What follows belongs to an exercise in optimizing a design on an open flow for small area; a production flow would make more cautious choices. In this exercise RTL edits were held to simulation tests only and were not proved equivalent to the original. No activity file was given, so power comes from the tool's default toggle rates.

`flow/design.v`:
```
package xbar_pkg;
  localparam int ADDR_BITS = 19;        
  localparam int POS_BITS  = 11;        
  localparam int WORD_BITS = 16;        
  localparam int PATTERN_WORDS  = 32;   
  localparam int INDEX_BITS     = 5;    
  localparam int BIT_COUNT_BITS = 9;    
  localparam int PATTERN_BITS   = PATTERN_WORDS * WORD_BITS;
  localparam logic [2:0] REGION_COMMAND = 3'd1;
  localparam logic [7:0] REG_ID     = 8'h09;
  localparam logic [7:0] REG_STATUS = 8'h0A;
  localparam logic [WORD_BITS-1:0] ID_VALUE = 16'h7ba2;
endpackage
import xbar_pkg::*;
module xbar_regs
(
  input  logic                      sclk,
  input  logic                      reset,
  input  logic [INDEX_BITS-1:0]     wphase,       
  input  logic                      parity,       
  input  logic [PATTERN_WORDS-1:0]  slot_hit,     
  input  logic [WORD_BITS-1:0]      ring_data,    
  input  logic                      wsel,         
  input  logic                      csel,         
  input  logic [INDEX_BITS-1:0]     windex,       
  input  logic [WORD_BITS-1:0]      data,
  input  logic                      busy,         
  input  logic [INDEX_BITS-1:0]     word_index,   
  input  logic [WORD_BITS-1:0]      sent,         
  output logic                      start,        
  output logic [WORD_BITS-1:0]      cur_word      
);
  logic [WORD_BITS-1:0] ring [PATTERN_WORDS];
  for (genvar s = 0; s < PATTERN_WORDS; s++) begin : g_slot
    logic we, keep;
    assign we   = reset || (wsel && slot_hit[s]);
    assign keep = reset || !(wsel && slot_hit[s]);
    always_ff @(posedge sclk) begin
      ring[s] <= ~((ring_data | {WORD_BITS{keep}}) &
                   (ring[(s + PATTERN_WORDS - 1) % PATTERN_WORDS] | {WORD_BITS{we}}));
    end
  end
  logic [INDEX_BITS-1:0] port_pos;   
  logic                  at_this;    
  logic                  at_next;    
  logic                  snoop;      
  logic [WORD_BITS-1:0]  port_word;
  assign port_pos  = word_index + wphase;
  assign at_this   = (port_pos == INDEX_BITS'(1));
  assign at_next   = (port_pos == INDEX_BITS'(0));
  assign snoop     = wsel && (windex == word_index);
  assign port_word = ring[0] ^ {WORD_BITS{parity}};
  for (genvar b = 0; b < WORD_BITS; b++) begin : g_bit
    localparam int C = WORD_BITS - 1 - b;
    always_ff @(posedge sclk) begin
      if (reset) begin
        cur_word[C] <= 1'b0;
      end else if (snoop) begin
        cur_word[C] <= data[C];
      end else if (sent[b] ? at_next : at_this) begin
        cur_word[C] <= port_word[C];
      end
    end
  end
  always_ff @(posedge sclk) begin
    if (reset) begin
      start <= 1'b0;
    end else begin
      if (csel) begin
        start <= (data != '0);
      end
      if (busy) begin
        start <= 1'b0;   
      end
    end
  end
endmodule
import xbar_pkg::*;
module xbar_shifter
(
  input  logic                  sclk,
  input  logic                  reset,
  input  logic                  start,        
  input  logic [WORD_BITS-1:0]  cur_word,     
  output logic                  busy,
  output logic [INDEX_BITS-1:0] word_index,   
  output logic [WORD_BITS-1:0]  sent,         
  output logic                  xbar_clock,
  output logic                  pclk,
  output logic                  sin
);
  logic                      fetch;
  logic [BIT_COUNT_BITS-1:0] bit_count;
  logic [3:0]                bit_pos;
  logic                      word_done;
  logic                      last_bit;
  logic                      presenting;   
  assign bit_pos    = bit_count[3:0];
  assign word_index = bit_count[BIT_COUNT_BITS-1 -: INDEX_BITS];
  assign word_done  = &bit_pos;
  assign last_bit   = &bit_count;
  assign presenting = busy && pclk && !fetch;
  always_comb begin
    for (int b = 0; b < WORD_BITS; b++) begin
      sent[b] = presenting && ((4'(b) < bit_pos) || ((4'(b) == bit_pos) && xbar_clock));
    end
  end
  always_ff @(posedge sclk) begin
    if (reset) begin
      busy       <= 1'b0;
      fetch      <= 1'b0;
      xbar_clock <= 1'b0;
      pclk       <= 1'b1;
    end else begin
      busy       <= busy ? pclk : start;
      fetch      <= (!busy && start) || (xbar_clock && word_done && !last_bit);
      xbar_clock <= busy && pclk && !fetch && !xbar_clock;
      pclk       <= !(xbar_clock && last_bit);
    end
  end
  always_ff @(posedge sclk) begin
    if (reset) begin
      bit_count <= '0;
    end else if (xbar_clock) begin
      bit_count <= bit_count + 1'b1;   
    end
  end
  assign sin = presenting && cur_word[~bit_pos];
endmodule
import xbar_pkg::*;
module xbar_bank
#(
  parameter int NUM_CHANNELS   = 2,   
  parameter int FIRST_POSITION = 0    
) (
  input  logic                    sclk,
  input  logic                    reset,
  input  logic                    enable,
  input  logic                    re,
  input  logic                    wr,
  input  logic [ADDR_BITS-1:0]    addr,
  input  logic [WORD_BITS-1:0]    data,
  output logic [WORD_BITS-1:0]    data_out,
  output logic [NUM_CHANNELS-1:0] xbar_clock,
  output logic [NUM_CHANNELS-1:0] pclk,
  output logic [NUM_CHANNELS-1:0] sin
);
  logic [NUM_CHANNELS-1:0] cs;
  logic [NUM_CHANNELS-1:0] start;
  logic [NUM_CHANNELS-1:0] busy;
  logic [WORD_BITS-1:0]    cur_word   [NUM_CHANNELS];
  logic [WORD_BITS-1:0]    sent       [NUM_CHANNELS];
  logic [INDEX_BITS-1:0]   word_index [NUM_CHANNELS];
  logic is_cmd;
  assign is_cmd = (addr[7:5] == REGION_COMMAND);
  logic [INDEX_BITS-1:0]    wphase;    
  logic                     parity;    
  logic [INDEX_BITS-1:0]    wslot;
  logic [PATTERN_WORDS-1:0] slot_hit;
  logic [WORD_BITS-1:0]     ring_data;
  always_ff @(posedge sclk) begin
    if (reset) begin
      wphase <= INDEX_BITS'(1);
    end else begin
      wphase <= wphase + 1'b1;
    end
  end
  assign wslot  = addr[INDEX_BITS-1:0] + wphase;
  assign parity = !wphase[0];
  always_comb begin
    for (int s = 0; s < PATTERN_WORDS; s++) begin
      slot_hit[s] = (wslot == INDEX_BITS'(s));
    end
  end
  assign ring_data = data ^ {WORD_BITS{parity}};
  for (genvar g = 0; g < NUM_CHANNELS; g++) begin : g_chan
    assign cs[g] = enable && (addr[ADDR_BITS-1 -: POS_BITS] == POS_BITS'(FIRST_POSITION + g));
    xbar_regs u_regs (
      .sclk     (sclk),
      .reset    (reset),
      .wphase   (wphase),
      .parity   (parity),
      .slot_hit (slot_hit),
      .ring_data(ring_data),
      .wsel     (cs[g] && wr && !is_cmd),
      .csel     (cs[g] && wr && is_cmd),
      .windex   (addr[INDEX_BITS-1:0]),
      .data     (data),
      .busy     (busy[g]),
      .word_index(word_index[g]),
      .sent     (sent[g]),
      .start    (start[g]),
      .cur_word (cur_word[g])
    );
    xbar_shifter u_shifter (
      .sclk      (sclk),
      .reset     (reset),
      .start     (start[g]),
      .cur_word  (cur_word[g]),
      .busy      (busy[g]),
      .word_index(word_index[g]),
      .sent      (sent[g]),
      .xbar_clock(xbar_clock[g]),
      .pclk      (pclk[g]),
      .sin       (sin[g])
    );
  end
  logic       rd_id;
  logic [1:0] rd_status;
  logic       rd_owner;
  logic       rd_hit;
  logic       rd_chan;
  assign rd_hit  = re && (|cs);
  assign rd_chan = cs[1];
  always_ff @(posedge sclk) begin
    if (reset || !rd_hit) begin
      rd_id     <= 1'b0;
      rd_status <= '0;
    end else if (addr[7:0] == REG_STATUS) begin
      rd_id     <= 1'b0;
      rd_status <= {start[rd_chan], busy[rd_chan]};
    end else if (addr[7:0] == REG_ID) begin
      rd_id     <= 1'b1;
      rd_status <= '0;
    end else if (rd_owner != rd_chan) begin
      rd_id     <= 1'b0;
      rd_status <= '0;
    end
  end
  always_ff @(posedge sclk) begin
    rd_owner <= rd_chan;
  end
  assign data_out = ({WORD_BITS{rd_id}} & ID_VALUE) | {{(WORD_BITS - 2){1'b0}}, rd_status};
endmodule
```
`flow/run.sh`:
```
#!/bin/bash
# synth_recipe.tcl (not shown) runs the flow's synth.tcl, then flattens the netlist and writes it again
# the make line also repeats each setting of config.mk as NAME=value (left out here)
make -C /OpenROAD-flow-scripts/flow DESIGN_CONFIG=/design/flow/config.mk WORK_HOME=/design/flow/orfs CLKGATE_MAP_FILE= SYNTH_SCRIPT=/design/flow/synth_recipe.tcl finish
```
`flow/config.mk`:
```
export PLATFORM = sky130hd
export DESIGN_NAME = xbar_bank
export DESIGN_NICKNAME = xbar_bank
export VERILOG_FILES = /design/flow/design.v
export SDC_FILE = /design/flow/constraint.sdc
export NUM_CORES = 4
export LEC_CHECK = 0
export CAP_MARGIN = 20
export CORE_MARGIN = 2
export CORE_UTILIZATION = 40
export CTS_CLUSTER_DIAMETER = 100
export CTS_CLUSTER_SIZE = 25
export SLEW_MARGIN = 20
```
`flow/constraint.sdc`:
```
create_clock -name core_clock -period 5.0 [get_ports {sclk}]
set_input_delay 1.0000 -clock core_clock [delete_from_list [all_inputs] [get_ports {sclk}]]
set_output_delay 1.0000 -clock core_clock [all_outputs]
set_load 0.01 [all_outputs]
```
==> impl_results.md, run 1 <==
* Share of cells above drive strength 1 at 0.0945
* Status: complete, no violations
* Leading area contributor after synthesis: dfxtp_1
* Worst VDD drop at 0.250 mV
* Synth top area share at 0.629
* Slew HR at 0.217
* Dpl ws at 0.382 ns
* H-tree level count at 2
* Number of port buffers at 55
* #FFs+latches synth at 1093
* Avg Synthesized Cell Area at ~11 um2
* Worst-path maximum fanout at 11
* Int Power at 11.8 mW
* Die width at between 200 and 300 um
* Die area at ~89000 um2
* Synthesis Warnings at 7
* Drt via density at between 5 and 6
* Max Freq at about 0.24 GHz
* Later-pin clock latency in the skew report at 0.64 ns
* Post-CTS Resized at 0
* Period utilisation layout at 0.818
* Post-Syn Area at 34800 um2
* Synth cell types at 56
* Seq/Total Area, Yosys at 0.629
* Max Cap Viol at 0
* DRT Wirelength at slightly above 100000 um
* Hold Path End: g_chan[0].u_regs.ring[14][5]
* Post-Syn Instances at 3122
* Post-DRT Antenna Nets at 0
* EDFF count, synth at 0
* Nets@finish at between 3000 and 4000
* Placement row count at about 110
* Hold Vio Cnt, Final at 0
* Switching Share at 0.253
* Largest net degree at the start of global routing at roughly 70
* Post-route setup TNS at 0 ns
* DRC at 0
* Root Driver: clkbuf_16
* Worst Hold Class: reg2reg
* WHS Path Cells at 1
* Setup crit start kind: flip-flop
* Fin util at 0.437
* Final hold slack at around 0.39 ns
* Total power at ~16 mW
* Min cycle time layout at 4.09 ns
* Placer Congestion at roughly 0.87
* Via count at 24700
* Initial antenna violation count at 0
* Post-DR wirelength/cell at ~25 um
* Crit end category: output port
* CTS sink cnt at 1093
* Vias in the first global route at 23600
* TritonRoute pass-1 iters at 6
* Worst Path Arrival at 3.09 ns
* Power share of the combinational group at 0.107
* Layout Skew at 0.0227 ns
* Largest cells by area after synthesis: dfxtp_1 (63%), o22ai_1 (18%), clkbuf_1 (2.4%), xnor2_1 (1.7%), xor2_1 (1.5%)
* R2R depth at 4
* Flop-to-flop setup slack at between 1 and 1.5 ns
* Pwr/cell area at 418 nW/um2
* Final WS setup at 0.908 ns
* Least-Margin Pin Slew at 1.17 ns
* Layout area overhead at 8.69%
* Setup violations, final at 0
* First-pass GRT wire length at 155000 um
* Clk pwr share at 0.287
* Prevailing post-synth register cell: dfxtp_1
* Crit path kind: reg2out
* CP required at 4.00 ns
* RSZ-0062 raised after global routing: no
* Post-CTS setup buffer count at 0
* Reg-to-reg endpoint: g_chan[1].u_regs.ring[19][12]
* Power share of the sequential group at 0.606
* Die H at 299 um
* Core area at 86500 um2
* Async SR Flop Fraction at 0
* Startpoint of the lowest-slack hold path: g_chan[0].u_regs.ring[13][5]
* Clock transition at the registers of the reported paths at 0.11 ns
* Hold Buf Count CTS at 0
* All-Layer GR Usage at 0.225
* Final HPWL DP at 65200 um
* Slew Viols, Final at 0
* Inserted Clock Buffers at 49
* Io pins at 62
* Maximum clock insertion buffer count at 3
* Initial Utilization at 0.402
* Sw Pwr at 3.99 mW
* CTS tree: done
* Worst r2r src: wphase[0]
* Static Leak at 13.6 nW
* Grt ovf at 0
* Initial DRC Count at 2458
## worst max-delay path: stages (launching register included)
cell             delay, ns
dfxtp_1               0.72
mux4_2                0.60
mux4_2                0.49
nor2b_1               0.15
clkdlybuf4s50_1       0.50
## state kept, by name, indices dropped and copies added, names as in the netlist
name                         flops
g_chan.u_shifter.bit_count      18
g_chan.u_regs.start              2
g_chan.u_regs.ring            1024
g_chan.u_shifter.pclk            2
g_chan.u_shifter.fetch           2
g_chan.u_shifter.xbar_clock      2
g_chan.u_regs.cur_word          32
rd_owner                         1
wphase                           5
rd_status                        2
rd_id                            1
g_chan.u_shifter.busy            2
## through the flow
step                      instances  instance area [um2]
final                          4192                37800
after global routing           4191                37800
after CTS                      4191                37800
after detailed placement       4136                36500
after global placement         4136                36500
after floorplan                3127                34800
## logic make-up after synthesis
family,after synthesis,synth area share
multiplexers,33,0.0131
AND/OR/NAND/NOR,301,0.0407
other,1,0.000108
XOR/XNOR,128,0.0322
flip-flops,1093,0.629
adder cells (fa/ha/maj),24,0.00928
buffers and inverters,338,0.0446
AO/OA/AOI/OAI,1204,0.231
## power groups by stage
stage                     clock (mW)  sequential [mW]  combinational [mW]
after floorplan                    0             9.65                1.05
after global placement             0             9.76                1.62
after detailed placement           0             9.76                1.64
after CTS                       4.59             9.56                1.65
after global routing            4.89             9.62                1.78
final                           4.53             9.57                1.69
## cells in the mapped netlist (2+ instances only)
cell,instances
dfxtp_1,1093
o22ai_1,1024
clkbuf_1,220
nand2_1,121
nor2_1,70
xnor2_1,68
buf_2,60
xor2_1,60
nor3_1,39
buf_4,33
a21oi_1,32
o21bai_2,32
o21ai_0,25
mux2i_1,23
ha_1,21
o21bai_4,20
o2bb2ai_1,16
o311a_1,15
o21bai_1,12
buf_6,11
nand3_1,11
or3_1,11
mux4_2,10
nand2b_1,9
buf_1,7
inv_1,7
a21o_1,6
nand4_1,6
a211o_1,5
a211oi_1,5
nand3b_1,5
nor2b_1,5
nor4_1,5
a21boi_0,3
and2_1,3
fa_1,3
a2bb2oi_1,2
and3b_1,2
and4b_1,2
nand2_4,2
o2111ai_1,2
o21a_1,2
## layer usage
metal  vias up  part of all wire  track usage
met5         -                 0            0
met4         0             0.032       0.0729
met3       167             0.069       0.0348
met2       905              0.45        0.348
met1     12200              0.45        0.321
li1      11500                 -            -
## cells in the final DEF (no fill, tap or decap), drive strengths merged, types with 6 or more instances in the layout
| cell type | n |
|---|---|
| nand2 | 123 |
| nand4 | 6 |
| o311a | 15 |
| o22ai | 1024 |
| clkdlybuf4s50 | 54 |
| nand3 | 11 |
| o21bai | 64 |
| nor2 | 70 |
| xor2 | 60 |
| nor4 | 7 |
| buf | 131 |
| a21oi | 32 |
| mux4 | 10 |
| clkbuf | 52 |
| conb | 6 |
| dfxtp | 1093 |
| o21ai | 25 |
| ha | 21 |
| mux2i | 23 |
| nand2b | 9 |
| inv | 8 |
| or3 | 11 |
| o2bb2ai | 16 |
| xnor2 | 68 |
| a21o | 6 |
| nor3 | 39 |
## final cells by class
class,instances,area [um2]
inverter,7,26.3
sequential,1093,21900
fill,8135,48700
tap,1155,1450
multi-input combinational,1696,11600
clock inverter,3,43.8
timing repair buffer,185,1560
clock buffer,52,1280
antenna,1,2.50
## how the worst max path moves through the flow
stage                                     startpoint                            end  slack, ns
floorplan                                    addr[0]  g_chan[0].u_regs.ring[28][10]       1.54
global placement                             addr[1]   g_chan[1].u_regs.ring[5][10]       0.39
detailed placement                           addr[1]   g_chan[1].u_regs.ring[18][4]       0.38
CTS                 g_chan[0].u_shifter.bit_count[0]                         sin[0]       0.89
global route        g_chan[1].u_shifter.bit_count[0]                         sin[1]       0.79
finish              g_chan[1].u_shifter.bit_count[0]                         sin[1]       0.91
==> inputs of run 2 (changes only) <==
--- a/flow/design.v
+++ b/flow/design.v
@@ -17,9 +17,14 @@
   input  logic                      sclk,
   input  logic                      reset,
   input  logic [INDEX_BITS-1:0]     wphase,       
-  input  logic                      parity,       
-  input  logic [PATTERN_WORDS-1:0]  slot_hit,     
-  input  logic [WORD_BITS-1:0]      ring_data,    
+  input  logic                      clear,        
+  input  logic                      port_inv,     
+  input  logic [PATTERN_WORDS/2-1:0] direct_hit,  
+  input  logic [PATTERN_WORDS/2-1:0] late_hit,    
+  input  logic [WORD_BITS-1:0]      direct_data,  
+  input  logic [WORD_BITS-1:0]      late_data,    
+  input  logic                      direct_we,    
+  input  logic                      late_we,      
   input  logic                      wsel,         
   input  logic                      csel,         
   input  logic [INDEX_BITS-1:0]     windex,       
@@ -30,16 +35,20 @@
   output logic                      start,        
   output logic [WORD_BITS-1:0]      cur_word      
 );
-  logic [WORD_BITS-1:0] ring [PATTERN_WORDS];
-  for (genvar s = 0; s < PATTERN_WORDS; s++) begin : g_slot
-    logic we, keep;
-    assign we   = reset || (wsel && slot_hit[s]);
-    assign keep = reset || !(wsel && slot_hit[s]);
-    always_ff @(posedge sclk) begin
-      ring[s] <= ~((ring_data | {WORD_BITS{keep}}) &
-                   (ring[(s + PATTERN_WORDS - 1) % PATTERN_WORDS] | {WORD_BITS{we}}));
-    end
-  end
+  logic [PATTERN_WORDS/2-1:0] we1, we2, shift;
+  logic [WORD_BITS-1:0]       port_raw;
+  assign we1   = {(PATTERN_WORDS/2){direct_we}} & direct_hit;
+  assign we2   = {(PATTERN_WORDS/2){late_we}} & late_hit;
+  assign shift = {(PATTERN_WORDS/2){!clear}} & ~we1 & ~we2;
+  xbar_ring u_ring (
+    .sclk       (sclk),
+    .we1        (we1),
+    .we2        (we2),
+    .shift      (shift),
+    .direct_data(direct_data),
+    .late_data  (late_data),
+    .port       (port_raw)
+  );
   logic [INDEX_BITS-1:0] port_pos;   
   logic                  at_this;    
   logic                  at_next;    
@@ -49,7 +58,7 @@
   assign at_this   = (port_pos == INDEX_BITS'(1));
   assign at_next   = (port_pos == INDEX_BITS'(0));
   assign snoop     = wsel && (windex == word_index);
-  assign port_word = ring[0] ^ {WORD_BITS{parity}};
+  assign port_word = port_raw ^ {WORD_BITS{port_inv}};
   for (genvar b = 0; b < WORD_BITS; b++) begin : g_bit
     localparam int C = WORD_BITS - 1 - b;
     always_ff @(posedge sclk) begin
@@ -74,6 +83,28 @@
       end
     end
   end
+endmodule
+import xbar_pkg::*;
+module xbar_ring
+(
+  input  logic                       sclk,
+  input  logic [PATTERN_WORDS/2-1:0] we1,           
+  input  logic [PATTERN_WORDS/2-1:0] we2,           
+  input  logic [PATTERN_WORDS/2-1:0] shift,         
+  input  logic [WORD_BITS-1:0]       direct_data,
+  input  logic [WORD_BITS-1:0]       late_data,
+  output logic [WORD_BITS-1:0]       port           
+);
+  logic [WORD_BITS-1:0] ring [PATTERN_WORDS];
+  for (genvar s = 0; s < PATTERN_WORDS; s += 2) begin : g_slot
+    always_ff @(posedge sclk) begin
+      ring[s]     <= ~(({WORD_BITS{we1[s / 2]}} & direct_data) |
+                       ({WORD_BITS{we2[s / 2]}} & late_data) |
+                       ({WORD_BITS{shift[s / 2]}} & ring[(s + PATTERN_WORDS - 1) % PATTERN_WORDS]));
+      ring[s + 1] <= ring[s];
+    end
+  end
+  assign port = ring[0];
 endmodule
 import xbar_pkg::*;
 module xbar_shifter
@@ -153,36 +184,59 @@
   logic [INDEX_BITS-1:0]   word_index [NUM_CHANNELS];
   logic is_cmd;
   assign is_cmd = (addr[7:5] == REGION_COMMAND);
-  logic [INDEX_BITS-1:0]    wphase;    
-  logic                     parity;    
-  logic [INDEX_BITS-1:0]    wslot;
-  logic [PATTERN_WORDS-1:0] slot_hit;
-  logic [WORD_BITS-1:0]     ring_data;
-  always_ff @(posedge sclk) begin
-    if (reset) begin
-      wphase <= INDEX_BITS'(1);
+  logic [INDEX_BITS-1:0]      wphase;       
+  logic                       reset_q;      
+  logic                       clear;
+  logic                       port_inv;
+  logic [INDEX_BITS-1:0]      wslot;        
+  logic [PATTERN_WORDS/2-1:0] direct_hit;
+  logic [PATTERN_WORDS/2-1:0] late_hit;
+  logic [WORD_BITS-1:0]       direct_data;
+  logic [WORD_BITS-1:0]       late_data;    
+  logic [INDEX_BITS-2:0]      late_slot;    
+  logic [NUM_CHANNELS-1:0]    late_chan;    
+  logic [NUM_CHANNELS-1:0]    wsel;
+  logic                       late_kill;    
+  always_ff @(posedge sclk) begin
+    if (reset) begin
+      wphase <= '0;
     end else begin
       wphase <= wphase + 1'b1;
     end
-  end
-  assign wslot  = addr[INDEX_BITS-1:0] + wphase;
-  assign parity = !wphase[0];
+    reset_q <= reset;
+  end
+  assign clear    = reset || reset_q;
+  assign port_inv = !wphase[1];
+  assign wslot = addr[INDEX_BITS-1:0] + wphase;
   always_comb begin
-    for (int s = 0; s < PATTERN_WORDS; s++) begin
-      slot_hit[s] = (wslot == INDEX_BITS'(s));
-    end
-  end
-  assign ring_data = data ^ {WORD_BITS{parity}};
+    for (int j = 0; j < PATTERN_WORDS / 2; j++) begin
+      direct_hit[j] = (wslot == INDEX_BITS'(2 * j));
+      late_hit[j]   = (late_slot == (INDEX_BITS - 1)'(j));
+    end
+  end
+  assign direct_data = data ^ {WORD_BITS{wphase[1] ^ wphase[0]}};
+  always_ff @(posedge sclk) begin
+    late_data <= data ^ {WORD_BITS{!wphase[1]}};
+    late_slot <= wslot[INDEX_BITS-1:1] + 1'b1;
+    late_chan <= wsel & {NUM_CHANNELS{!reset && wslot[0]}};
+  end
+  assign late_kill = |(late_chan & wsel) && !wslot[0] && (wslot[INDEX_BITS-1:1] == late_slot);
   for (genvar g = 0; g < NUM_CHANNELS; g++) begin : g_chan
-    assign cs[g] = enable && (addr[ADDR_BITS-1 -: POS_BITS] == POS_BITS'(FIRST_POSITION + g));
+    assign cs[g]   = enable && (addr[ADDR_BITS-1 -: POS_BITS] == POS_BITS'(FIRST_POSITION + g));
+    assign wsel[g] = cs[g] && wr && !is_cmd;
     xbar_regs u_regs (
       .sclk     (sclk),
       .reset    (reset),
       .wphase   (wphase),
-      .parity   (parity),
-      .slot_hit (slot_hit),
-      .ring_data(ring_data),
-      .wsel     (cs[g] && wr && !is_cmd),
+      .clear      (clear),
+      .port_inv   (port_inv),
+      .direct_hit (direct_hit),
+      .late_hit   (late_hit),
+      .direct_data(direct_data),
+      .late_data  (late_data),
+      .direct_we  (wsel[g] && !reset && !wslot[0]),
+      .late_we    (late_chan[g] && !reset && !late_kill),
+      .wsel     (wsel[g]),
       .csel     (cs[g] && wr && is_cmd),
       .windex   (addr[INDEX_BITS-1:0]),
       .data     (data),
--- a/flow/config.mk
+++ b/flow/config.mk
@@ -7,7 +7,8 @@
 export LEC_CHECK = 0
 export CAP_MARGIN = 20
 export CORE_MARGIN = 2
-export CORE_UTILIZATION = 40
+export CORE_UTILIZATION = 55
 export CTS_CLUSTER_DIAMETER = 100
 export CTS_CLUSTER_SIZE = 25
 export SLEW_MARGIN = 20
+export SYNTH_HIERARCHICAL = 1
==> run 2 against run 1 <==
Clock power shrank 2%; critical endpoint is now g_chan[1].u_regs.u_ring.ring[14][5]; setup slack lost 0.50 ns; combinational power grew 7%; still clean; non-clock buffer count grew 6; largest power group unchanged; total power grew 1.6%; first-iteration DRC count grew 84%; critical path depth grew 9; clock-buffer cell count is the same; register-to-register slack lost 0.58 ns; synthesized area shrank 2.2%; routed wire length shrank 7.4%; worst hold slack lost 0.072 ns; critical path type is now in2reg.
==> impl_results.md, run 2 <==
* Status: complete, no violations (unchanged)
* First-pass GRT wire length at 141000 um (was 155000 um)
* Initial DRC Count at 4517 (was 2458)
* Most common library cells after synthesis: dfxtp_1 (1116), a222oi_1 (512), buf_2 (113) (was dfxtp_1 (1093), o22ai_1 (1024), clkbuf_1 (220))
* All-Layer GR Usage at 0.295 (was 0.225)
* RSZ-0062 raised after global routing: no (unchanged)
* Post-DR wirelength/cell at 28.7 um (was 24.8 um)
* Worst Path Arrival at 5.06 ns (was 3.09 ns)
* Multiplexer area fraction after synthesis at 0.00883 (was 0.0131)
* Nets@finish at 2622 (was 3096)
* Inserted Clock Buffers at 50 (was 49)
* CTS sink cnt at 1116 (was 1093)
* Least-Margin Pin Slew at 1.24 ns (was 1.17 ns)
* Static Leak at 13.5 nW (was 13.6 nW)
* Core area at 61500 um2 (was 86500 um2)
* Io pins at 62 (unchanged)
* Worst Hold Class: reg2reg (unchanged)
* Combinational family with the most area after synthesis: compound AO/OA/AOI/OAI gates (unchanged)
* Post-DRT Antenna Nets at 0 (unchanged)
* Fillers at 4849 (was 8135)
* Max reg flops at 1024 (unchanged)
* Crit end category: flip-flop (was output port)
* Grt ovf at 0 (unchanged)
* Biggest register: g_chan.u_regs.u_ring.ring (was g_chan.u_regs.ring)
* Die H at 253 um (was 299 um)
* Post-route setup TNS at 0 ns (unchanged)
* Most common cell in the netlist: dfxtp_1 (unchanged)
* Root Driver: clkbuf_16 (unchanged)
* Post-Syn Instances at 2552 (was 3122)
* Most frequent cells in the layout: dfxtp_1 (1100), a222oi_1 (512), buf_4 (133), nor2_1 (84), xnor2_1 (74) (was dfxtp_1 (1092), o22ai_1 (1024), buf_4 (128), nand2_1 (110), nor2_1 (70))
* Period utilisation layout at 0.919 (was 0.818)
* Cell area after layout at 36700 um2 (was 37800 um2)
* Number of port buffers at 55 (unchanged)
* Setup crit start kind: input pin (was flip-flop)
* TritonRoute pass-1 iters at 15 (was 6)
* EDFF count, synth at 0 (unchanged)
* Synthesis Warnings at 14 (was 7)
* Dpl cell area at 35300 um2 (was 36500 um2)
* DRT Wirelength at 96200 um (was 104000 um)
* Detail Route met3 WL at 11500 um (was 7190 um)
* Top Metal Used: met5 (was met4)
* Slew HR at 0.177 (was 0.217)
* Post-CTS Resized at 0 (unchanged)
* #FFs+latches synth at 1116 (was 1093)
* Seq/Total Area, Yosys at 0.657 (was 0.629)
* Largest registers: g_chan.u_regs.u_ring.ring (1024), g_chan.u_regs.cur_word (32), g_chan.u_shifter.bit_count (18) (was g_chan.u_regs.ring (1024), g_chan.u_regs.cur_word (32), g_chan.u_shifter.bit_count (18))
* Via count at 22400 (was 24700)
* Wl on met1 at 40600 um (was 47000 um)
* Min cycle time layout at 4.60 ns (was 4.09 ns)
* Synth cell types at 59 (was 56)
* DRC at 0 (unchanged)
* H-tree level count at 2 (unchanged)
* Max Cap Viol at 0 (unchanged)
* Async SR Flop Fraction at 0 (unchanged)
* Max Freq at 0.218 GHz (was 0.244 GHz)
* CTS tree: done (unchanged)
* Die width at 253 um (was 299 um)
* Adder-cell area share of the yosys netlist at 0.00986 (was 0.00928)
* Largest net degree at the start of global routing at 62 (was 68)
* Post-Synth XOR/XNOR Area at 0.0357 (was 0.0322)
* Placer Congestion at 0.954 (was 0.868)
* Prevailing post-synth register cell: dfxtp_1 (unchanged)
* Initial antenna violation count at 1 (was 0)
* CP required at 5.47 ns (was 4.00 ns)
* Commonest non-fill, non-tap cell in the layout: dfxtp_1 (unchanged)
* Later-pin clock latency in the skew report at 0.64 ns (about the same)
* Avg Synthesized Cell Area at 13.3 um2 (was 11.1 um2)
* Compound-Gate Fraction of Synth Area at 0.169 (was 0.231)
* Synth top area share at 0.657 (was 0.629)
* Final HPWL DP at 56900 um (was 65200 um)
* Worst-path maximum fanout at 16 (was 11)
* Worst VDD drop at 0.289 mV (was 0.250 mV)
* Leading area contributor after synthesis: dfxtp_1 (unchanged)
* Setup violations, final at 0 (unchanged)
* Die area at 63900 um2 (was 89300 um2)
* Crit path kind: in2reg (was reg2out)
* N_diodes at 0 (was 1)
* Hold Vio Cnt, Final at 0 (unchanged)
* Share of cells above drive strength 1 at 0.103 (was 0.0945)
* Slew Viols, Final at 0 (unchanged)
* Clock transition at the registers of the reported paths at 0.10 ns (was 0.11 ns)
* Placement row count at 91 (was 108)
* Vias in the first global route at 21300 (was 23600)
* Synth Area in Simple Gates at 0.0698 (was 0.0407)
* Maximum clock insertion buffer count at 3 (unchanged)
* Hold Buf Count CTS at 0 (unchanged)
* Pwr/cell area at 437 nW/um2 (was 418 nW/um2)
* Post-CTS setup buffer count at 0 (unchanged)
* Met2 routed WL at 40500 um (was 46300 um)
* Layout Skew at 0.0260 ns (was 0.0227 ns)
* Largest cells by area after synthesis: dfxtp_1 (66%), a222oi_1 (15%), xnor2_1 (1.9%), buf_2 (1.7%), xor2_1 (1.4%) (was dfxtp_1 (63%), o22ai_1 (18%), clkbuf_1 (2.4%), xnor2_1 (1.7%), xor2_1 (1.5%))
* Initial Utilization at 0.553 (was 0.402)
* Post-Syn Area at 34000 um2 (was 34800 um2)
* Drt via density at 6.69 (was 5.90)
* Layout area overhead at 7.78% (was 8.69%)
-- run 2: cell types whose count changed after synthesis, sizes merged, moves of 16 or more --
cell,delta
a222oi,+512
nor4,+49
o21bai,-64
o2bb2ai,-16
and4,+35
a211oi,+27
buf,+107
clkbuf,-197
nor2,+16
dfxtp,+23
nand2,-106
o22ai,-1022
and2,+62
-- run 2: area by class of cell --
| type | count | area (um2) | area share |
|---|---|---|---|
| multi-input combinational | 1180 | 10300 | 0.282 |
| inverter | 18 | 67.6 | 0.00184 |
| timing repair buffer | 191 | 1600 | 0.0437 |
| tap | 790 | 988 | 0.0270 |
| sequential | 1116 | 22400 | 0.610 |
| clock buffer | 52 | 1280 | 0.0349 |
| clock inverter | 4 | 45.0 | 0.00123 |
-- run 2: critical path, stage by stage --
cell	delay [ns]
clkdlybuf4s50_1	0.52
ha_1	0.18
inv_1	0.05
fa_1	0.43
nand2b_1	0.17
a21oi_1	0.30
buf_4	0.20
xnor2_1	0.20
nor4_1	0.89
and2_1	0.26
nor3_1	0.06
buf_4	0.25
a222oi_1	0.54
-- run 2: per-layer routing --
layer / track usage / vias up
met3: 0.0635 / 200
met5: 0 / -
met1: 0.431 / 10800
met2: 0.430 / 1365
met4: 0.110 / 2
li1: - / 10000
-- run 2: path summary, 6_finish.rpt --
check / startpoint / to / slack, ns / depth (start not counted)
worst min-delay path: g_chan[1].u_regs.u_ring.ring[2][8] / g_chan[1].u_regs.u_ring.ring[3][8] / 0.32 / 0
worst max register to register: wphase[0] / g_chan[1].u_regs.u_ring.ring[14][5] / 0.72 / 12
worst max-delay path: addr[0] / g_chan[1].u_regs.u_ring.ring[14][5] / 0.40 / 13
worst min register to register: g_chan[1].u_regs.u_ring.ring[2][8] / g_chan[1].u_regs.u_ring.ring[3][8] / 0.32 / 0
-- run 2: Yosys stat by module (local to each module, per instance) --
module | copies in the design | flops+latches
xbar_bank | 1 | 32
xbar_ring | 2 | 512
xbar_shifter | 2 | 13
xbar_regs | 2 | 17
-- run 2: cells by family (layout without fill, tap and decap cells) --
family / after synthesis / after routing
AOI/OAI and AO/OA: 610 / 610
and+or+nand+nor: 389 / 389
other: 1 / 6
xor gates and xnor gates: 133 / 133
adders and majority gates: 25 / 25
muxes: 17 / 17
DFF: 1116 / 1116
buffers and inverters: 261 / 265
-- run 2: stage by stage --
step	instances	worst slack, ns	util	power (mW)	hold WS, ns
CTS	3348	0.645	0.595	16.0	0.322
floorplan	2557	0.853	-	10.8	0.310
global route	3351	0.424	0.596	16.5	0.326
detailed placement	3292	-0.0283	0.574	11.7	0.312
global placement	3292	0.0472	0.574	11.7	0.310
finish	3351	0.405	0.596	16.0	0.322
-- run 2: power by group --
group / total [mW] / switching, mW / internal (mW)
combinational: 1.80 / 1.29 / 0.515
clock: 4.44 / 2.60 / 1.84
sequential: 9.80 / 0.380 / 9.42
total: 16.0 / 4.27 / 11.8
==> inputs of run 3 (changes only) <==
--- a/flow/config.mk
+++ b/flow/config.mk
@@ -7,8 +7,9 @@
 export LEC_CHECK = 0
 export CAP_MARGIN = 20
 export CORE_MARGIN = 2
-export CORE_UTILIZATION = 55
+export CORE_UTILIZATION = 40
 export CTS_CLUSTER_DIAMETER = 100
 export CTS_CLUSTER_SIZE = 25
 export SLEW_MARGIN = 20
 export SYNTH_HIERARCHICAL = 1
+export SYNTH_MINIMUM_KEEP_SIZE = 1000
==> run 3 against run 2 <==
First-iteration DRC count decreased by 3.9%; synthesized cell count about the same; clock-buffer cell count unchanged; combinational power decreased by 4%; die area increased by 36%; sequential share of layout area decreased by 0.73 points; cell count increased by 9.0%.
==> impl_results.md, run 3 <==
* RSZ-0062 raised after global routing: no (unchanged)
* Most frequent cells in the layout: dfxtp_1 (1099), a222oi_1 (512), buf_4 (135), xnor2_1 (97), nor2_1 (72) (was dfxtp_1 (1100), a222oi_1 (512), buf_4 (133), nor2_1 (84), xnor2_1 (74))
* Max Cap Viol at 0 (unchanged)
* Post-CTS setup buffer count at 0 (unchanged)
* Worst VDD drop at 0.298 mV (was 0.289 mV)
* Worst-path maximum fanout at 16 (unchanged)
* Worst Path Arrival at 4.97 ns (was 5.06 ns)
* Inserted Clock Buffers at 51 (was 50)
* Core area at 83600 um2 (was 61500 um2)
* Die H at 294 um (was 253 um)
* Post-DRT Antenna Nets at 0 (unchanged)
* Synth top area share at 0.663 (was 0.657)
* Pwr/cell area at 436 nW/um2 (was 437 nW/um2)
* Biggest register: g_chan.u_regs.u_ring.ring (unchanged)
* Largest net degree at the start of global routing at 34 (was 62)
* Synthesis Warnings at 14 (unchanged)
* Initial antenna violation count at 0 (was 1)
* Placement row count at 106 (was 91)
* Setup crit start kind: input pin (unchanged)
* TritonRoute pass-1 iters at 15 (unchanged)
* Io pins at 62 (unchanged)
* Number of port buffers at 55 (unchanged)
* DRC at 0 (unchanged)
* Final HPWL DP at 59500 um (was 56900 um)
* Leading area contributor after synthesis: dfxtp_1 (unchanged)
* Fillers at 7591 (was 4849)
* Biggest cell delay along the critical path at 0.86 ns (was 0.89 ns)
* Max reg flops at 1024 (unchanged)
* Post-Syn Area at 33700 um2 (was 34000 um2)
* Setup violations, final at 0 (unchanged)
* Worst Hold Class: reg2reg (unchanged)
* Commonest non-fill, non-tap cell in the layout: dfxtp_1 (unchanged)
* Seq/Total Area, Yosys at 0.663 (was 0.657)
* Crit path kind: in2reg (unchanged)
* N_diodes at 0 (unchanged)
* Largest registers: g_chan.u_regs.u_ring.ring (1024), g_chan.u_regs.cur_word (32), g_chan.u_shifter.bit_count (18) (unchanged)
* Hold Vio Cnt, Final at 0 (unchanged)
* Vias in the first global route at 22900 (was 21300)
* Avg Synthesized Cell Area at 13.2 um2 (was 13.3 um2)
* Later-pin clock latency in the skew report at 0.64 ns (about the same)
* Placer Congestion at 0.866 (was 0.954)
* Maximum clock insertion buffer count at 3 (unchanged)
* Max Freq at 0.222 GHz (was 0.218 GHz)
* Post-Syn Instances at 2553 (was 2552)
* CTS tree: done (unchanged)
* CTS sink cnt at 1116 (unchanged)
* Dpl cell area at 35700 um2 (was 35300 um2)
* Layout Skew at 0.0258 ns (was 0.0260 ns)
* Slew HR at 0.180 (was 0.177)
* Min cycle time layout at 4.51 ns (was 4.60 ns)
* Initial Utilization at 0.404 (was 0.553)
* Register Area at 22400 um2 (about the same)
* Most common cell in the netlist: dfxtp_1 (unchanged)
* #FFs+latches synth at 1116 (unchanged)
* Period utilisation layout at 0.903 (was 0.919)
* H-tree level count at 2 (unchanged)
* Share of cells above drive strength 1 at 0.115 (was 0.103)
* Least-Margin Pin Slew at 1.23 ns (was 1.24 ns)
* Grt ovf at 0 (unchanged)
* DRT Wirelength at 98500 um (was 96200 um)
* Post-route setup TNS at 0 ns (unchanged)
* Via count at 22800 (was 22400)
* Clock transition at the registers of the reported paths at 0.09 ns (was 0.10 ns)
* Post-DR wirelength/cell at 27.0 um (was 28.7 um)
* Drt via density at 6.24 (was 6.69)
* Die width at 294 um (was 253 um)
* Cell Chain, Critical Path: clkdlybuf4s50_1 > ha_1 > fa_1 > a21o_1 > a21oi_4 > xnor3_2 > nor4_4 > buf_4 > nor3_2 > a211oi_2 > a222oi_1 (was clkdlybuf4s50_1 > ha_1 > inv_1 > fa_1 > nand2b_1 > a21oi_1 > buf_4 > xnor2_1 > nor4_1 > and2_1 > nor3_1 > buf_4 > a222oi_1)
* Status: complete, no violations (unchanged)
* Worst path slowest cell: a211oi_2 (was nor4_1)
* Synth cell types at 57 (was 59)
* CP required at 5.46 ns (was 5.47 ns)
* Slew Viols, Final at 0 (unchanged)
* Die area at 86600 um2 (was 63900 um2)
* Async SR Flop Fraction at 0 (unchanged)
* Cell area after layout at 37100 um2 (was 36700 um2)
* Initial DRC Count at 4343 (was 4517)
* Post-CTS Resized at 0 (unchanged)
* Layout area overhead at 10.1% (was 7.78%)
* Static Leak at 13.3 nW (was 13.5 nW)
* Crit end category: flip-flop (unchanged)
* Multi-input gate area at 10300 um2 (about the same)
* Prevailing post-synth register cell: dfxtp_1 (unchanged)
* First-pass GRT wire length at 146000 um (was 141000 um)
* Nets@finish at 2633 (was 2622)
* Largest cells by area after synthesis: dfxtp_1 (66%), a222oi_1 (15%), xnor2_1 (2.6%), buf_2 (1.5%), buf_4 (1.2%) (was dfxtp_1 (66%), a222oi_1 (15%), xnor2_1 (1.9%), buf_2 (1.7%), xor2_1 (1.4%))
* EDFF count, synth at 0 (unchanged)
* Most common library cells after synthesis: dfxtp_1 (1116), a222oi_1 (512), buf_2 (102) (was dfxtp_1 (1116), a222oi_1 (512), buf_2 (113))
* Root Driver: clkbuf_16 (unchanged)
* All-Layer GR Usage at 0.221 (was 0.295)
* Hold Buf Count CTS at 0 (unchanged)
==> run 3: cell families (layout without fill, tap and decap cells) <==
| family | count (synthesis) | after routing | synth area share |
|---|---|---|---|
| buffers and inverters | 253 | 268 | 0.0455 |
| and+or+nand+nor | 363 | 363 | 0.0576 |
| xor gates and xnor gates | 138 | 138 | 0.0369 |
| adders and majority gates | 26 | 26 | 0.0103 |
| other | 1 | 6 | 0.000111 |
| DFF | 1116 | 1116 | 0.663 |
| muxes | 48 | 48 | 0.0180 |
| AOI/OAI and AO/OA | 608 | 608 | 0.169 |
==> run 3: worst max-delay path, delay by kind of cell <==
| family | cells | cell delay, ns |
|---|---|---|
| xor+xnor | 1 | 0.44 |
| buf+inv | 2 | 0.82 |
| simple gates | 2 | 0.46 |
| compound gates | 4 | 1.52 |
| fa+ha+maj | 2 | 0.70 |
==> run 3: layout make-up <==
class / instances / area share
Clock buffer: 52 / 0.0351
Sequential cell: 1116 / 0.603
Multi-Input combinational cell: 1189 / 0.278
Timing Repair Buffer: 192 / 0.0433
Clock inverter: 7 / 0.00263
Tap cell: 1080 / 0.0364
Inverter: 17 / 0.00172
==> run 3: power by group <==
group,switching (mW),internal (mW),total [mW]
Sequential,0.406,9.41,9.82
Combinational,1.23,0.500,1.73
Clock,2.68,1.94,4.62
Total,4.32,11.8,16.2
==> run 3: modules after synthesis, one instance, submodules excluded <==
module | copies in the design | flops+latches | area (um2)
xbar_bank | 1 | 92 | 7010
xbar_ring | 2 | 512 | 13400
==> run 3: path summary, 6_finish.rpt <==
check	end	slack, ns	cells past startpoint	start
setup / recovery	g_chan[1].u_regs.u_ring.ring[20][9]	0.49	11	addr[0]
hold / removal	g_chan[1].u_regs.u_ring.ring[9][2]	0.32	0	g_chan[1].u_regs.u_ring.ring[8][2]
setup reg to reg	g_chan[1].u_regs.u_ring.ring[20][9]	0.93	10	wphase[0]
hold reg to reg	g_chan[1].u_regs.u_ring.ring[9][2]	0.32	0	g_chan[1].u_regs.u_ring.ring[8][2]
==> run 3: per-stage QoR <==
step	util	setup WS (ns)	power (mW)	hold slack [ns]	cells
3_3_place_gp	0.426	-0.0288	11.7	0.311	3592
3_5_place_dp	0.427	-0.0780	11.7	0.312	3593
4_1_cts	0.443	0.582	16.2	0.318	3652
5_1_grt	0.444	0.318	16.6	0.330	3653
6_report	0.444	0.486	16.2	0.316	3653
2_1_floorplan	-	0.919	10.7	0.310	2558
==> run 3: routing by layer <==
layer  up-vias  wire (um)  track usage
met4         0       3650       0.0845
li1      10000          -            -
met5         -          0            0
met2      1185      45700        0.360
met3       217       8560       0.0374
met1     11400      40600        0.293
==> inputs of run 4 (changes only) <==
==> flow/flow/run.sh (new file) <==
#!/bin/bash
# Layout flow: the standard ORFS flow (standard.sh), with the port
# buffers made of the smallest buffer cell instead of ORFS's default choice.
# Every input and output port still gets its own buffer.
set -euo pipefail
export BUFFER_PORTS_ARGS="-buffer_cell sky130_fd_sc_hd__buf_1"
bash standard.sh > standard.log 2>&1
==> flow/standard.sh (new file) <==
#!/bin/bash
# synth_recipe.tcl (not shown) runs the flow's synth.tcl, then flattens the netlist and writes it again
# the make line also repeats each setting of config.mk as NAME=value (left out here)
make -C /OpenROAD-flow-scripts/flow DESIGN_CONFIG=/design/flow/config.mk WORK_HOME=/design/flow/orfs CLKGATE_MAP_FILE= SYNTH_SCRIPT=/design/flow/synth_recipe.tcl "${@:-finish}"
--- a/flow/config.mk
+++ b/flow/config.mk
@@ -5,11 +5,13 @@
 export SDC_FILE = /design/flow/constraint.sdc
 export NUM_CORES = 4
 export LEC_CHECK = 0
-export CAP_MARGIN = 20
+export CAP_MARGIN = 0
+export CELL_PAD_IN_SITES_DETAIL_PLACEMENT = 1
+export CELL_PAD_IN_SITES_GLOBAL_PLACEMENT = 1
 export CORE_MARGIN = 2
 export CORE_UTILIZATION = 40
 export CTS_CLUSTER_DIAMETER = 100
 export CTS_CLUSTER_SIZE = 25
-export SLEW_MARGIN = 20
+export SLEW_MARGIN = 0
 export SYNTH_HIERARCHICAL = 1
 export SYNTH_MINIMUM_KEEP_SIZE = 1000
removed: flow/run.sh
==> run 4 against run 3 <==
Highest routed layer is now met5; via count is 1.0% higher; clock-buffer cell count is 4 higher; sequential power is 0.8% lower; synthesized area stayed put; still clean; total power is 1.1% higher; largest cell class unchanged; register-to-register slack worse by 0.12 ns.
==> impl_results.md, run 4 <==
* Status: complete, no violations (unchanged)
* Reg-to-reg endpoint: g_chan[1].u_regs.u_ring.ring[20][13] (was g_chan[1].u_regs.u_ring.ring[20][9])
* Least-Margin Pin Slew at 1.31 ns (was 1.23 ns)
* Crit path kind: reg2reg (was in2reg)
* CP required at 5.46 ns (about the same)
* #FFs+latches synth at 1116 (unchanged)
* Cell area after layout at 36700 um2 (was 37100 um2)
* CTS tree: done (unchanged)
* Drt via density at 6.31 (was 6.24)
* All-Layer GR Usage at 0.246 (was 0.221)
* Initial Utilization at 0.404 (unchanged)
* Slew HR at 0.119 (was 0.180)
* Final hold slack at 0.311 ns (was 0.316 ns)
* Final HPWL DP at 65300 um (was 59500 um)
* Synthesis Warnings at 14 (unchanged)
* Post-Syn Area at 33700 um2 (unchanged)
* Worst Path Arrival at 4.64 ns (was 4.97 ns)
* Post-CTS setup buffer count at 0 (unchanged)
* Pwr/cell area at 445 nW/um2 (was 436 nW/um2)
* Initial DRC Count at 3853 (was 4343)
* Placer Congestion at 0.856 (was 0.866)
* Most common library cells after synthesis: dfxtp_1 (1116), a222oi_1 (512), buf_2 (102) (unchanged)
* Static Leak at 13.1 nW (was 13.3 nW)
* Initial antenna violation count at 1 (was 0)
* Die H at 294 um (unchanged)
* Prevailing post-synth register cell: dfxtp_1 (unchanged)
* Dpl ws at 0.208 ns (was -0.0780 ns)
* H-tree level count at 2 (unchanged)
* Avg Synthesized Cell Area at 13.2 um2 (unchanged)
* Maximum clock insertion buffer count at 3 (unchanged)
* Commonest non-fill, non-tap cell in the layout: dfxtp_1 (unchanged)
* CTS sink cnt at 1116 (unchanged)
* EDFF count, synth at 0 (unchanged)
* Post-DR wirelength/cell at 29.8 um (was 27.0 um)
* Cell Chain, Critical Path: ha_1 > fa_1 > a21o_1 > a21oi_4 > xnor3_2 > nor4_4 > buf_12 > nor3_2 > a211oi_2 > a222oi_1 (was clkdlybuf4s50_1 > ha_1 > fa_1 > a21o_1 > a21oi_4 > xnor3_2 > nor4_4 > buf_4 > nor3_2 > a211oi_2 > a222oi_1)
* Biggest cell delay along the critical path at 0.92 ns (was 0.86 ns)
* Layout Skew at 0.0344 ns (was 0.0258 ns)
* First-pass GRT wire length at 159000 um (was 146000 um)
* Max Freq at 0.239 GHz (was 0.222 GHz)
* Die width at 294 um (unchanged)
* Grt ovf at 0 (unchanged)
* Clock transition at the registers of the reported paths at 0.10 ns (was 0.09 ns)
* Largest net degree at the start of global routing at 37 (was 34)
* DRT Wirelength at 109000 um (was 98500 um)
* Setup crit start kind: flip-flop (was input pin)
* Via count at 23000 (was 22800)
* Inserted Clock Buffers at 52 (was 51)
* Worst VDD drop at 0.251 mV (was 0.298 mV)
* Max Cap Viol at 0 (unchanged)
* N_diodes at 0 (unchanged)
* Post-CTS Resized at 0 (unchanged)
* DRC at 0 (unchanged)
* Root Driver: clkbuf_16 (unchanged)
* Number of port buffers at 55 (unchanged)
* CP Launch Point: wphase[0] (was addr[0])
* Largest registers: g_chan.u_regs.u_ring.ring (1024), g_chan.u_regs.cur_word (32), g_chan.u_shifter.bit_count (18) (unchanged)
* RSZ-0062 raised after global routing: no (unchanged)
* Cell count after placement at 3583 (was 3593)
* Post-Syn Instances at 2553 (unchanged)
* Seq/Total Area, Yosys at 0.663 (unchanged)
* Worst Hold Class: reg2reg (unchanged)
* Slew Viols, Final at 0 (unchanged)
* Leading area contributor after synthesis: dfxtp_1 (unchanged)
* Synth cell types at 57 (unchanged)
* Placement row count at 106 (unchanged)
* Dpl cell area at 35200 um2 (was 35700 um2)
* Most frequent cells in the layout: dfxtp_1 (1099), a222oi_1 (512), buf_4 (126), xnor2_1 (100), nor2_1 (72) (was dfxtp_1 (1099), a222oi_1 (512), buf_4 (135), xnor2_1 (97), nor2_1 (72))
* Setup violations, final at 0 (unchanged)
* Biggest register: g_chan.u_regs.u_ring.ring (unchanged)
* Worst-path maximum fanout at 17 (was 16)
* Final Non-Filler Cells at 3646 (was 3653)
* Nets@finish at 2624 (was 2633)
* Fillers at 8491 (was 7591)
* Min cycle time layout at 4.19 ns (was 4.51 ns)
* Layout area overhead at 8.80% (was 10.1%)
* R2R depth at 10 (unchanged)
* Async SR Flop Fraction at 0 (unchanged)
* Share of cells above drive strength 1 at 0.111 (was 0.115)
* Synth top area share at 0.663 (unchanged)
* Hold Buf Count CTS at 0 (unchanged)
* Io pins at 62 (unchanged)
* Final WS setup at 0.814 ns (was 0.486 ns)
* Hold Vio Cnt, Final at 0 (unchanged)
* Largest cells by area after synthesis: dfxtp_1 (66%), a222oi_1 (15%), xnor2_1 (2.6%), buf_2 (1.5%), buf_4 (1.2%) (unchanged)
* Max reg flops at 1024 (unchanged)
* Later-pin clock latency in the skew report at 0.66 ns (was 0.64 ns)
* Post-route setup TNS at 0 ns (unchanged)
* Period utilisation layout at 0.837 (was 0.903)
* TritonRoute pass-1 iters at 14 (was 15)
* Crit end category: flip-flop (unchanged)
* Post-DRT Antenna Nets at 0 (unchanged)
* Crit path to: g_chan[1].u_regs.u_ring.ring[20][13] (was g_chan[1].u_regs.u_ring.ring[20][9])
* Flop-to-flop setup slack at 0.81 ns (was 0.93 ns)
* Core area at 83600 um2 (unchanged)
* Worst path slowest cell: a211oi_2 (unchanged)
* Worst r2r src: wphase[0] (unchanged)
* Vias in the first global route at 23800 (was 22900)
* Most common cell in the netlist: dfxtp_1 (unchanged)
* Die area at 86600 um2 (unchanged)
run 4: where the power goes:
part           total, mW  internal [mW]  switching [mW]
clock network       4.75           1.97            2.78
registers           9.74           9.41           0.324
logic               1.85          0.459            1.39
run 4: routing by layer:
metal | GRT usage | part of all wire | vias up
li1 | - | - | 9994
met3 | 0.0414 | 0.074 | 216
met4 | 0.0933 | 0.038 | 2
met1 | 0.325 | 0.42 | 11800
met2 | 0.403 | 0.47 | 972
met5 | 0 | 0.00012 | -
run 4: per-module statistics from Yosys (local to each module, per instance):
| module | cells inside | flops+latches | cell area [um2] |
|---|---|---|---|
| xbar_bank | 857 | 92 | 7010 |
| xbar_ring | 848 | 512 | 13400 |
run 4: layout make-up:
type / count / area (um2) / share of cell area
flip-flops and latches: 1116 / 22400 / 0.610
multi-input cells: 1189 / 10300 / 0.281
clock buffers: 56 / 1360 / 0.0370
well taps: 1080 / 1350 / 0.0368
repair buffers: 182 / 1170 / 0.0320
clock inverters: 6 / 81.3 / 0.00222
inverters: 17 / 63.8 / 0.00174
run 4: logic make-up (layout without fill, tap and decap cells):
logic type,count (synthesis),in the layout,share of synthesized area
multiplexers,48,48,0.0180
AO/OA/AOI/OAI,608,608,0.169
AND/OR/NAND/NOR,363,363,0.0576
buffers and inverters,253,261,0.0455
XOR/XNOR,138,138,0.0369
adder cells (fa/ha/maj),26,26,0.0103
other,1,6,0.000111
flip-flops,1116,1116,0.663
run 4: per-stage QoR:
step	power [mW]	utilization
6_report	16.3	0.439
3_5_place_dp	11.7	0.422
4_1_cts	16.4	0.439
2_1_floorplan	10.7	-
3_3_place_gp	11.7	0.422
5_1_grt	16.9	0.439
run 4: critical path: cells and delay by family, from the launching register on:
family,cells,cell delay [ns]
xor+xnor,1,0.44
compound gates,4,1.62
buf+inv,1,0.23
flops,1,0.45
simple gates,2,0.53
fa+ha+maj,2,0.72
run 4: how the worst min path moves through the flow:
stage	cells past startpoint	startpoint	slack, ns	to
final	0	g_chan[0].u_regs.u_ring.ring[10][10]	0.31	g_chan[0].u_regs.u_ring.ring[11][10]
after global routing	0	g_chan[1].u_regs.u_ring.ring[6][6]	0.32	g_chan[1].u_regs.u_ring.ring[7][6]
after CTS	0	g_chan[0].u_regs.u_ring.ring[10][11]	0.32	g_chan[0].u_regs.u_ring.ring[11][11]
after detailed placement	0	g_chan[1].u_regs.u_ring.ring[20][4]	0.31	g_chan[1].u_regs.u_ring.ring[21][4]
after global placement	0	g_chan[0].u_regs.u_ring.ring[8][4]	0.31	g_chan[0].u_regs.u_ring.ring[9][4]
after floorplan	0	g_chan[0].u_regs.u_ring.ring[10][0]	0.31	g_chan[0].u_regs.u_ring.ring[11][0]
==> inputs of run 5 (changes only) <==
--- a/flow/design.v
+++ b/flow/design.v
@@ -18,7 +18,6 @@
   input  logic                      reset,
   input  logic [INDEX_BITS-1:0]     wphase,       
   input  logic                      clear,        
-  input  logic                      port_inv,     
   input  logic [PATTERN_WORDS/2-1:0] direct_hit,  
   input  logic [PATTERN_WORDS/2-1:0] late_hit,    
   input  logic [WORD_BITS-1:0]      direct_data,  
@@ -53,21 +52,19 @@
   logic                  at_this;    
   logic                  at_next;    
   logic                  snoop;      
-  logic [WORD_BITS-1:0]  port_word;
   assign port_pos  = word_index + wphase;
   assign at_this   = (port_pos == INDEX_BITS'(1));
   assign at_next   = (port_pos == INDEX_BITS'(0));
   assign snoop     = wsel && (windex == word_index);
-  assign port_word = port_raw ^ {WORD_BITS{port_inv}};
   for (genvar b = 0; b < WORD_BITS; b++) begin : g_bit
     localparam int C = WORD_BITS - 1 - b;
     always_ff @(posedge sclk) begin
       if (reset) begin
-        cur_word[C] <= 1'b0;
+        cur_word[C] <= 1'b1;
       end else if (snoop) begin
-        cur_word[C] <= data[C];
+        cur_word[C] <= !data[C];
       end else if (sent[b] ? at_next : at_this) begin
-        cur_word[C] <= port_word[C];
+        cur_word[C] <= port_raw[C];
       end
     end
   end
@@ -156,7 +153,7 @@
       bit_count <= bit_count + 1'b1;   
     end
   end
-  assign sin = presenting && cur_word[~bit_pos];
+  assign sin = presenting && (cur_word[~bit_pos] ^ !word_index[1]);
 endmodule
 import xbar_pkg::*;
 module xbar_bank
@@ -187,7 +184,6 @@
   logic [INDEX_BITS-1:0]      wphase;       
   logic                       reset_q;      
   logic                       clear;
-  logic                       port_inv;
   logic [INDEX_BITS-1:0]      wslot;        
   logic [PATTERN_WORDS/2-1:0] direct_hit;
   logic [PATTERN_WORDS/2-1:0] late_hit;
@@ -206,7 +202,6 @@
     reset_q <= reset;
   end
   assign clear    = reset || reset_q;
-  assign port_inv = !wphase[1];
   assign wslot = addr[INDEX_BITS-1:0] + wphase;
   always_comb begin
     for (int j = 0; j < PATTERN_WORDS / 2; j++) begin
@@ -229,7 +224,6 @@
       .reset    (reset),
       .wphase   (wphase),
       .clear      (clear),
-      .port_inv   (port_inv),
       .direct_hit (direct_hit),
       .late_hit   (late_hit),
       .direct_data(direct_data),
==> flow/config.mk (replaced) <==
export PLATFORM = sky130hd
export DESIGN_NAME = xbar_bank
export DESIGN_NICKNAME = xbar_bank
export VERILOG_FILES = /design/flow/design.v
export SDC_FILE = /design/flow/constraint.sdc
export NUM_CORES = 4
export LEC_CHECK = 0
export CAP_MARGIN = 20
export CORE_MARGIN = 2
export CORE_UTILIZATION = 40
export CTS_CLUSTER_DIAMETER = 100
export CTS_CLUSTER_SIZE = 25
export SLEW_MARGIN = 20
export SYNTH_HIERARCHICAL = 1
export SYNTH_MINIMUM_KEEP_SIZE = 1000
==> run 5 against run 4 <==
Total power shrank 2.7%; non-clock buffer count grew 3; critical endpoint is now g_chan[0].u_regs.u_ring.ring[30][12]; routed wire length shrank 9.7%; clock skew shrank 0.019 ns; largest cell class unchanged; register-to-register slack gained 0.25 ns; combinational power shrank 12%; sequential power grew 0.6%; utilization grew 0.14 points.
==> impl_results.md, run 5 <==
* Cell count after placement at 3506 (was 3583)
* #FFs+latches synth at 1116 (unchanged)
* Crit end category: flip-flop (unchanged)
* Crit path kind: in2reg (was reg2reg)
* Post-DRT Antenna Nets at 0 (unchanged)
* Worst-path maximum fanout at 16 (was 17)
* Max Cap Viol at 0 (unchanged)
* First-pass GRT wire length at 144000 um (was 159000 um)
* Layout Skew at 0.0155 ns (was 0.0344 ns)
* Inserted Clock Buffers at 50 (was 52)
* Synth Area in Simple Gates at 0.0465 (was 0.0576)
* Static Leak at 13.1 nW (about the same)
* CTS tree: done (unchanged)
* Most frequent cells in the layout: dfxtp_1 (1100), a222oi_1 (512), buf_4 (128), nor2_1 (92), xnor2_1 (58) (was dfxtp_1 (1099), a222oi_1 (512), buf_4 (126), xnor2_1 (100), nor2_1 (72))
* CTS sink cnt at 1116 (unchanged)
* Worst Hold Class: reg2reg (unchanged)
* Post-CTS setup buffer count at 0 (unchanged)
* Worst VDD drop at 0.318 mV (was 0.251 mV)
* Largest registers: g_chan.u_regs.u_ring.ring (1024), g_chan.u_regs.cur_word (32), g_chan.u_shifter.bit_count (18) (unchanged)
* Largest net degree at the start of global routing at 34 (was 37)
* Compound-Gate Fraction of Synth Area at 0.181 (was 0.169)
* Least-Margin Pin Slew at 1.22 ns (was 1.31 ns)
* Commonest non-fill, non-tap cell in the layout: dfxtp_1 (unchanged)
* N_diodes at 0 (unchanged)
* Io pins at 62 (unchanged)
* Post-Syn Area at 33200 um2 (was 33700 um2)
* Core area at 82100 um2 (was 83600 um2)
* Leading area contributor after synthesis: dfxtp_1 (unchanged)
* Initial antenna violation count at 0 (was 1)
* Avg Synthesized Cell Area at 13.4 um2 (was 13.2 um2)
* EDFF count, synth at 0 (unchanged)
* Post-Syn Instances at 2471 (was 2553)
* DRC at 0 (unchanged)
* Async SR Flop Fraction at 0 (unchanged)
* H-tree level count at 2 (unchanged)
* Min cycle time layout at 3.99 ns (was 4.19 ns)
* Placer Congestion at 0.856 (about the same)
* Post-Synth XOR/XNOR Area at 0.0303 (was 0.0369)
* Drt via density at 6.31 (about the same)
* All-Layer GR Usage at 0.221 (was 0.246)
* Grt ovf at 0 (unchanged)
* Nets@finish at 2555 (was 2624)
* Max reg flops at 1024 (unchanged)
* DRT Wirelength at 98000 um (was 109000 um)
* Final HPWL DP at 58400 um (was 65300 um)
* Die H at 292 um (was 294 um)
* TritonRoute pass-1 iters at 14 (unchanged)
* Number of port buffers at 55 (unchanged)
* Post-DR wirelength/cell at 27.5 um (was 29.8 um)
* Clock transition at the registers of the reported paths at 0.10 ns (about the same)
* Die width at 292 um (was 294 um)
* Hold Vio Cnt, Final at 0 (unchanged)
* Slew HR at 0.182 (was 0.119)
* CP required at 5.44 ns (was 5.46 ns)
* Later-pin clock latency in the skew report at 0.63 ns (was 0.66 ns)
* Root Driver: clkbuf_16 (unchanged)
* Share of cells above drive strength 1 at 0.108 (was 0.111)
* Initial DRC Count at 4443 (was 3853)
* Status: complete, no violations (unchanged)
* Multiplexer area fraction after synthesis at 0.0131 (was 0.0180)
* Initial Utilization at 0.404 (about the same)
* RSZ-0062 raised after global routing: no (unchanged)
* Seq/Total Area, Yosys at 0.673 (was 0.663)
* Setup violations, final at 0 (unchanged)
* Biggest register: g_chan.u_regs.u_ring.ring (unchanged)
* Placement row count at 105 (was 106)
* Vias in the first global route at 22200 (was 23800)
* Maximum clock insertion buffer count at 3 (unchanged)
* Most common library cells after synthesis: dfxtp_1 (1116), a222oi_1 (512), buf_2 (101) (was dfxtp_1 (1116), a222oi_1 (512), buf_2 (102))
* Largest cells by area after synthesis: dfxtp_1 (67%), a222oi_1 (15%), xnor2_1 (1.6%), buf_2 (1.5%), xor2_1 (1.3%) (was dfxtp_1 (66%), a222oi_1 (15%), xnor2_1 (2.6%), buf_2 (1.5%), buf_4 (1.2%))
* Hold Buf Count CTS at 0 (unchanged)
* Pwr/cell area at 440 nW/um2 (was 445 nW/um2)
* Layout area overhead at 8.90% (was 8.80%)
* Prevailing post-synth register cell: dfxtp_1 (unchanged)
* Via count at 22500 (was 23000)
* Period utilisation layout at 0.798 (was 0.837)
* Max Freq at 0.251 GHz (was 0.239 GHz)
* Post-route setup TNS at 0 ns (unchanged)
* Most common cell in the netlist: dfxtp_1 (unchanged)
* Die area at 85300 um2 (was 86600 um2)
* Setup crit start kind: input pin (was flip-flop)
* Final Non-Filler Cells at 3562 (was 3646)
* Slew Viols, Final at 0 (unchanged)
* Synth top area share at 0.673 (was 0.663)
* Combinational family with the most area after synthesis: compound AO/OA/AOI/OAI gates (unchanged)
* Synthesis Warnings at 14 (unchanged)
* Worst Path Arrival at 4.43 ns (was 4.64 ns)
* Synth cell types at 59 (was 57)
* Adder-cell area share of the yosys netlist at 0.0105 (was 0.0103)
* Post-CTS Resized at 0 (unchanged)
-- run 5: changes by cell type in the layout (fill, tap and decap cells not counted), moves of 8 or more --
cell	delta
nor3_1	-16
nor2b_1	-10
xnor2_1	-42
mux2i_1	-15
a32oi_1	+13
nand2_1	-32
xor2_1	+14
nand3b_1	+8
a22oi_1	+14
nor3_2	-23
o21ai_0	-12
nor4_1	-25
nor2_1	+20
-- run 5: layer usage --
layer / part of all wire / track usage / routed length (um)
met1: 0.41 / 0.301 / 40500
met2: 0.46 / 0.352 / 44900
met3: 0.094 / 0.0387 / 9220
met4: 0.034 / 0.0826 / 3310
met5: 0 / 0 / 0
-- run 5: final timing paths --
path / from / to / slack (ns) / depth (start not counted)
max: addr[0] / g_chan[0].u_regs.u_ring.ring[30][12] / 1.01 / 9
min: g_chan[0].u_regs.u_ring.ring[22][2] / g_chan[0].u_regs.u_ring.ring[23][2] / 0.33 / 0
max reg2reg: wphase[0] / g_chan[0].u_regs.u_ring.ring[30][12] / 1.06 / 8
min reg2reg: g_chan[0].u_regs.u_ring.ring[22][2] / g_chan[0].u_regs.u_ring.ring[23][2] / 0.33 / 0
-- run 5: cell families (layout without fill, tap and decap cells) --
group | after synthesis | after routing
flip-flops | 1116 | 1116
multiplexers | 31 | 31
AO/OA/AOI/OAI | 644 | 644
buffers and inverters | 247 | 263
adder cells (fa/ha/maj) | 26 | 26
XOR/XNOR | 111 | 111
AND/OR/NAND/NOR | 295 | 295
other | 1 | 6
-- run 5: cell type report --
class | instances | area [um2]
Fill cell | 7408 | 45900
Sequential cell | 1116 | 22400
Multi-Input combinational cell | 1113 | 9850
Tap cell | 1070 | 1340
Clock buffer | 53 | 1290
Timing Repair Buffer | 185 | 1220
Inverter | 23 | 86.3
Clock inverter | 2 | 17.5
-- run 5: per-stage QoR --
step | worst slack, ns | instance area (um2) | hold WS (ns) | power (mW) | utilization
3_3_place_gp | 0.469 | 34800 | 0.310 | 11.5 | 0.424
3_5_place_dp | 0.329 | 34800 | 0.312 | 11.6 | 0.424
2_1_floorplan | 0.906 | 33200 | 0.310 | 10.6 | -
4_1_cts | 0.957 | 36100 | 0.330 | 15.9 | 0.440
5_1_grt | 0.810 | 36200 | 0.335 | 16.4 | 0.440
6_report | 1.01 | 36200 | 0.327 | 15.9 | 0.440
-- run 5: per-module statistics from Yosys, one instance, submodules excluded --
module,times used,flip-flops and latches
xbar_ring,2,512
xbar_bank,1,92
-- run 5: critical path, stage by stage --
cell      delay [ns]
buf_1           0.13
ha_1            0.23
fa_1            0.44
a21o_2          0.22
a21oi_2         0.27
xor2_1          0.57
nand3_1         0.39
nor2_1          0.88
a222oi_1        0.28
-- run 5: where the power goes --
part           switching, mW  total (mW)  internal [mW]
clock network           2.61        4.46           1.85
registers              0.395        9.80           9.41
logic                   1.22        1.63          0.418
total                   4.23        15.9           11.7

==> afterwards: timing with drivers on the ports <==
In the flow no input, the clock included, has a driving cell. The finished layouts below were timed again as built, in two steps. Step 1 (the two cells are an assumption about what drives the block):
set clk [get_ports {sclk}]
set_driving_cell -lib_cell sky130_fd_sc_hd__clkbuf_16 $clk
set_driving_cell -lib_cell sky130_fd_sc_hd__buf_2 [delete_from_list [all_inputs] $clk]
Step 2, shift: input delay + t, output delay - t, t = (earliest + latest rising clock arrival at the registers) / 2. This alone moves slack from input paths to output paths. Slacks: ideal ports / drivers / drivers and shift; pairs: ideal ports / drivers.
run | shift t [ns] | setup WS [ns] | worst slew at a driven data input, ns
run 1 | 0.705 | 0.908 / 0.838 / 0.295 | 0.05
run 2 | 0.682 | 0.405 / 0.424 / -0.258 | 0.04
run 3 | 0.686 | 0.486 / 0.520 / -0.167 | 0.05
run 4 | 0.708 | 0.814 / 0.814 / 0.173 | 0.06
run 5 | 0.686 | 1.012 / 1.056 / 0.370 | 0.05
Met with ideal ports but missed after step 2: setup timing in run 2 and run 3. The setup slack of run 2, which loses most, moves by +0.019 ns with the drivers and by -0.663 ns with both steps.
